From an optimization exercise on the open Yosys and OpenROAD flow, aimed at small area; shortcuts taken in it are not production practice. Function was checked by simulation only, so behaviour that the tests miss may differ from the original. No activity file was given, so power comes from the tool's default toggle rates.

== before ==
==> module ordered_keyed_record_table_top, before the edit <==
module ordered_keyed_record_table_top (
    input  logic                            i_clk,
    input  logic                            i_rst_n,
    input  logic                            start,
    output logic                            busy,
    input  logic [okrt_pkg::OP_W-1:0]       i_op,
    input  logic [okrt_pkg::KEY_W-1:0]      i_key,
    input  logic [okrt_pkg::PORT_PAY_W-1:0] i_payload,
    output logic                            o_valid,
    output logic                            o_ok,
    output logic [okrt_pkg::KEY_W-1:0]      o_key_out,
    output logic [okrt_pkg::PORT_PAY_W-1:0] o_payload_out,
    output logic [okrt_pkg::CNT_W-1:0]      o_used_count,
    output logic                            o_full_res,
    output logic                            o_last
);
    localparam int N  = okrt_pkg::CAPACITY;
    localparam int IW = okrt_pkg::IDX_W;
    localparam int CW = okrt_pkg::CNT_W;
    localparam int KW = okrt_pkg::KEY_W;
    localparam int PW = okrt_pkg::PAYLOAD_BITS;
    logic [KW-1:0]  w_key [N];
    logic [PW-1:0]  w_pay [N];
    logic [N-1:0]   w_eq;
    logic [N-1:0]   r_vld;
    logic [N-1:0]   w_free;
    logic [N-1:0]   r_psel;
    logic [N-1:0]   r_ksel;
    logic [IW-1:0]  r_ord [N];
    logic [CW-1:0]  r_count;
    logic [IW-1:0]  r_pos;
    logic           r_busy;
    logic           r_valid;
    logic           r_ok;
    logic           r_last;
    logic           r_phase;
    logic           r_kinv;
    logic           r_pinv;
    logic [KW-1:0]  w_bkey;
    logic [PW-1:0]  w_bpay;
    assign w_bkey = i_key ^ {KW{r_phase}};
    assign w_bpay = i_payload[PW-1:0] ^ {PW{r_phase}};
    genvar g;
    generate
        for (g = 0; g < N; g++) begin : g_slot
            okrt_cell u_cell (
                .i_clk  (i_clk),
                .i_we   (w_free[g]),
                .i_we_n (!w_free[g]),
                .i_bkey (w_bkey),
                .i_bkey_n (~w_bkey),
                .i_bpay (w_bpay),
                .o_key  (w_key[g]),
                .o_pay  (w_pay[g]),
                .o_eq   (w_eq[g])
            );
        end
    endgenerate
    logic [N-1:0]  w_hit;
    logic          w_found;
    logic          w_acc;
    logic          w_add_ok;
    logic          w_del_ok;
    logic          w_lkp;
    logic          w_list;
    logic          w_seq;
    assign w_hit    = r_vld & w_eq;
    assign w_found  = |w_hit;
    assign w_acc    = start && !r_busy;
    assign w_add_ok = w_acc && (i_op == okrt_pkg::OP_ADD) && !r_count[CW-1] && !w_found;
    assign w_del_ok = w_acc && (i_op == okrt_pkg::OP_DELETE) && w_found;
    assign w_lkp    = w_acc && (i_op == okrt_pkg::OP_LOOKUP);
    assign w_list   = w_acc && (i_op == okrt_pkg::OP_LIST);
    assign w_seq    = r_busy || (w_list && (r_count != '0));
    logic [N-1:0]  n_vld;
    logic [IW-1:0] w_fidx;
    logic [IW-1:0] w_hidx;
    assign n_vld = i_rst_n ? ((r_vld | (w_free & {N{w_add_ok}})) & ~(w_hit & {N{w_del_ok}}))
                           : '0;
    always_comb begin
        logic seen;
        seen   = 1'b0;
        w_free = '0;
        for (int s = 0; s < N; s++) begin
            w_free[s] = !r_vld[s] && !seen;
            seen      = seen || !r_vld[s];
        end
    end
    always_comb begin
        w_fidx = '0;
        w_hidx = '0;
        for (int s = 0; s < N; s++) begin
            w_fidx = w_fidx | (w_free[s] ? IW'(s) : '0);
            w_hidx = w_hidx | (w_hit[s] ? IW'(s) : '0);
        end
    end
    logic [N-1:0]  w_shift;
    logic [IW-1:0] n_ord [N];
    always_comb begin
        logic seen;
        seen = 1'b0;
        for (int k = 0; k < N; k++) begin
            seen       = seen || (r_ord[k] == w_hidx);
            w_shift[k] = w_del_ok && seen;
        end
    end
    generate
        for (g = 0; g < N; g++) begin : g_ord
            logic [2:0]    w_s;
            logic [IW-1:0] w_nxt;
            assign w_s[0] = w_shift[g];
            assign w_s[1] = !w_shift[g] && (r_count == CW'(g));
            assign w_s[2] = !w_shift[g] && (r_count != CW'(g));
            if (g == N - 1) begin : g_last
                assign w_nxt = '0;
            end else begin : g_mid
                assign w_nxt = r_ord[g+1];
            end
            for (genvar i = 0; i < IW; i++) begin : g_bit
                okrt_sel3 u_sel (
                    .i_d ({r_ord[g][i], w_fidx[i], w_nxt[i]}),
                    .i_s (w_s),
                    .o_y (n_ord[g][i])
                );
            end
        end
    endgenerate
    logic [IW-1:0] w_pos;
    logic [IW-1:0] w_sidx;
    logic          w_end;
    logic [N-1:0]  n_ksel;
    assign w_pos  = r_busy ? r_pos : '0;
    assign w_sidx = r_ord[w_pos];
    assign w_end  = ({1'b0, w_pos} + CW'(1)) == r_count;
    always_comb begin
        for (int s = 0; s < N; s++) n_ksel[s] = w_seq && (w_sidx == IW'(s));
    end
    always_ff @(posedge i_clk) begin
        if (!i_rst_n) begin
            r_busy  <= 1'b0;
            r_valid <= 1'b0;
            r_count <= '0;
        end else begin
            r_busy  <= w_seq && !w_end;
            r_valid <= r_busy || w_acc;
            r_count <= r_count + CW'(w_add_ok) - CW'(w_del_ok);
        end
        r_vld    <= n_vld;
        for (int k = 0; k < N; k++) r_ord[k] <= n_ord[k];
        r_pos    <= w_pos + IW'(1);
        r_psel   <= w_hit & {N{w_lkp}};
        r_phase  <= !r_phase;
        r_kinv   <= !r_phase && w_seq;
        r_pinv   <= !r_phase && w_lkp && w_found;
        r_ksel   <= n_ksel;
        r_ok     <= r_busy || w_add_ok || ((w_lkp || (w_acc && (i_op == okrt_pkg::OP_DELETE))) && w_found)
                    || (w_list && (r_count != '0));
        r_last   <= w_seq ? w_end : 1'b1;
    end
    genvar b;
    generate
        for (b = 0; b < KW; b++) begin : g_rdk
            logic [N-1:0] w_col;
            logic         w_y;
            for (g = 0; g < N; g++) begin : g_c
                assign w_col[g] = w_key[g][b];
            end
            okrt_rd16 u_rd (.i_d(w_col), .i_sel(r_ksel), .o_y(w_y));
            assign o_key_out[b] = w_y ^ r_kinv;
        end
        for (b = 0; b < PW; b++) begin : g_rdp
            logic [N-1:0] w_col;
            logic         w_y;
            for (g = 0; g < N; g++) begin : g_c
                assign w_col[g] = w_pay[g][b];
            end
            okrt_rd16 u_rd (.i_d(w_col), .i_sel(r_psel), .o_y(w_y));
            assign o_payload_out[b] = w_y ^ r_pinv;
        end
    endgenerate
    assign busy         = r_busy;
    assign o_valid      = r_valid;
    assign o_ok         = r_ok;
    assign o_used_count = r_count;
    assign o_full_res   = r_count[CW-1];
    assign o_last       = r_last;
endmodule
export LEC_CHECK = 0
export CAP_MARGIN = 20
export CORE_MARGIN = 2
export CORE_UTILIZATION = 45
export CTS_BUF_LIST = sky130_fd_sc_hd__clkbuf_8
export CTS_CLUSTER_DIAMETER = 50
export CTS_CLUSTER_SIZE = 16
export PLACE_DENSITY = 0.6
export SLEW_MARGIN = 20
export SYNTH_HIERARCHICAL = 1
export SYNTH_MINIMUM_KEEP_SIZE = 0
create_clock -name core_clock -period 7.0 [get_ports {i_clk}]
standard.sh (not shown) runs the stock make flow with config.mk's settings and CLKGATE_MAP_FILE= SYNTH_SCRIPT=/design/flow/synth_recipe.tcl, a recipe that flattens the netlist after the stock synthesis.
==> flow/flow/run.sh <==
#!/bin/bash
# Standard layout with two changes: the port buffers are the smallest buffer
# (buf_1) instead of the default delay-cell buffer, and CTS places no dummy loads.
# Every tool's full output stays in orfs/logs; make's own output goes to make.log.
set -euo pipefail
CTS="-sink_clustering_enable -repair_clock_nets -sink_clustering_size 10 -sink_clustering_max_diameter 40 -buf_list sky130_fd_sc_hd__clkbuf_4 -dont_use_dummy_load"
bash standard.sh "BUFFER_PORTS_ARGS=-buffer_cell sky130_fd_sc_hd__buf_1" "CTS_ARGS=$CTS" finish > make.log 2>&1
before closes out successfully: all stages finished, all timing, DRC and antenna checks passed.
Changes in after relative to before:
--- a/flow/design.v
+++ b/flow/design.v
@@ -117,13 +117,13 @@
     localparam int KW = okrt_pkg::KEY_W;
     localparam int PW = okrt_pkg::PAYLOAD_BITS;
     logic [KW-1:0]  w_key [N];
     logic [PW-1:0]  w_pay [N];
     logic [N-1:0]   w_eq;
     logic [N-1:0]   r_vld;
-    logic [N-1:0]   w_free;
+    logic [N-1:0]   r_free;
     logic [N-1:0]   r_psel;
     logic [N-1:0]   r_ksel;
     logic [IW-1:0]  r_ord [N];
     logic [CW-1:0]  r_count;
     logic [IW-1:0]  r_pos;
     logic           r_busy;
@@ -139,14 +139,14 @@
     assign w_bpay = i_payload[PW-1:0] ^ {PW{r_phase}};
     genvar g;
     generate
         for (g = 0; g < N; g++) begin : g_slot
             okrt_cell u_cell (
                 .i_clk  (i_clk),
-                .i_we   (w_free[g]),
-                .i_we_n (!w_free[g]),
+                .i_we   (r_free[g]),
+                .i_we_n (!r_free[g]),
                 .i_bkey (w_bkey),
                 .i_bkey_n (~w_bkey),
                 .i_bpay (w_bpay),
                 .o_key  (w_key[g]),
                 .o_pay  (w_pay[g]),
                 .o_eq   (w_eq[g])
@@ -167,30 +167,31 @@
     assign w_add_ok = w_acc && (i_op == okrt_pkg::OP_ADD) && !r_count[CW-1] && !w_found;
     assign w_del_ok = w_acc && (i_op == okrt_pkg::OP_DELETE) && w_found;
     assign w_lkp    = w_acc && (i_op == okrt_pkg::OP_LOOKUP);
     assign w_list   = w_acc && (i_op == okrt_pkg::OP_LIST);
     assign w_seq    = r_busy || (w_list && (r_count != '0));
     logic [N-1:0]  n_vld;
+    logic [N-1:0]  n_free;
     logic [IW-1:0] w_fidx;
     logic [IW-1:0] w_hidx;
-    assign n_vld = i_rst_n ? ((r_vld | (w_free & {N{w_add_ok}})) & ~(w_hit & {N{w_del_ok}}))
+    assign n_vld = i_rst_n ? ((r_vld | (r_free & {N{w_add_ok}})) & ~(w_hit & {N{w_del_ok}}))
                            : '0;
     always_comb begin
         logic seen;
         seen   = 1'b0;
-        w_free = '0;
+        n_free = '0;
         for (int s = 0; s < N; s++) begin
-            w_free[s] = !r_vld[s] && !seen;
-            seen      = seen || !r_vld[s];
+            n_free[s] = !n_vld[s] && !seen;
+            seen      = seen || !n_vld[s];
         end
     end
     always_comb begin
         w_fidx = '0;
         w_hidx = '0;
         for (int s = 0; s < N; s++) begin
-            w_fidx = w_fidx | (w_free[s] ? IW'(s) : '0);
+            w_fidx = w_fidx | (r_free[s] ? IW'(s) : '0);
             w_hidx = w_hidx | (w_hit[s] ? IW'(s) : '0);
         end
     end
     logic [N-1:0]  w_shift;
     logic [IW-1:0] n_ord [N];
     always_comb begin
@@ -231,25 +232,27 @@
     assign w_end  = ({1'b0, w_pos} + CW'(1)) == r_count;
     always_comb begin
         for (int s = 0; s < N; s++) n_ksel[s] = w_seq && (w_sidx == IW'(s));
     end
     always_ff @(posedge i_clk) begin
         if (!i_rst_n) begin
+            r_phase <= 1'b0;
             r_busy  <= 1'b0;
             r_valid <= 1'b0;
             r_count <= '0;
         end else begin
+            r_phase <= !r_phase;
             r_busy  <= w_seq && !w_end;
             r_valid <= r_busy || w_acc;
             r_count <= r_count + CW'(w_add_ok) - CW'(w_del_ok);
         end
         r_vld    <= n_vld;
+        r_free   <= n_free;
         for (int k = 0; k < N; k++) r_ord[k] <= n_ord[k];
         r_pos    <= w_pos + IW'(1);
         r_psel   <= w_hit & {N{w_lkp}};
-        r_phase  <= !r_phase;
         r_kinv   <= !r_phase && w_seq;
         r_pinv   <= !r_phase && w_lkp && w_found;
         r_ksel   <= n_ksel;
         r_ok     <= r_busy || w_add_ok || ((w_lkp || (w_acc && (i_op == okrt_pkg::OP_DELETE))) && w_found)
                     || (w_list && (r_count != '0));
         r_last   <= w_seq ? w_end : 1'b1;
==> notes.md <==
after vs before — distinct cell type count after synthesis climbed slightly. Status: fraction of synthesized area in multiplexers parity (after, before). The clock network fraction of total power in after sits 1.3 points below the value recorded for before. The critical path launch point comes out r_phase$_SDFF_PN0_ in one run and r_vld[2]$_SDFF_PN0_ in the other, namely in after and before respectively. after finished every step from synthesis to the final layout, and the layout passed the timing, design-rule and antenna checks. after against before; routed length on met1 is down slightly. Comparing footprint of the flip-flops and latches for before and after, the bigger number came from after. [compare] base=before new=after: register-to-register slack now larger, number of logic stages on the critical path including buffering now smaller, area enclosed by the die boundary now larger.

[afterwards: timing with drivers on the ports]
No port has a modelled driver above. Below, the same layouts with a new extraction and two added sets of constraints. Step 1 (the two cells are an assumption about what drives the block):
set clk [get_ports {i_clk}]
set_driving_cell -lib_cell sky130_fd_sc_hd__clkbuf_16 $clk
set_driving_cell -lib_cell sky130_fd_sc_hd__buf_2 [delete_from_list [all_inputs] $clk]
Step 2 moves the port delays by t, midway between the first and last clock arrival at a register: inputs arrive t later, outputs are due t later. That takes back most of the time a late clock gives input paths. Three values: ideal ports, drivers, drivers and shift; two values: the first two.
run	t, ns	setup slack, ns	hold slack, ns	worst data-port slew with drivers (ns)	pins driven straight from the clock port
before	1.315	0.227 / 0.227 / -0.056	0.435 / 0.384 / 0.444	0.04	1
after	1.324	0.340 / 0.340 / -0.587	0.446 / 0.446 / 0.446	0.23	1
Met with ideal ports but missed after step 2: setup timing in before and after. For after, which loses most, drivers alone change the setup slack by 0.000 ns; drivers and shift together by -0.927 ns.
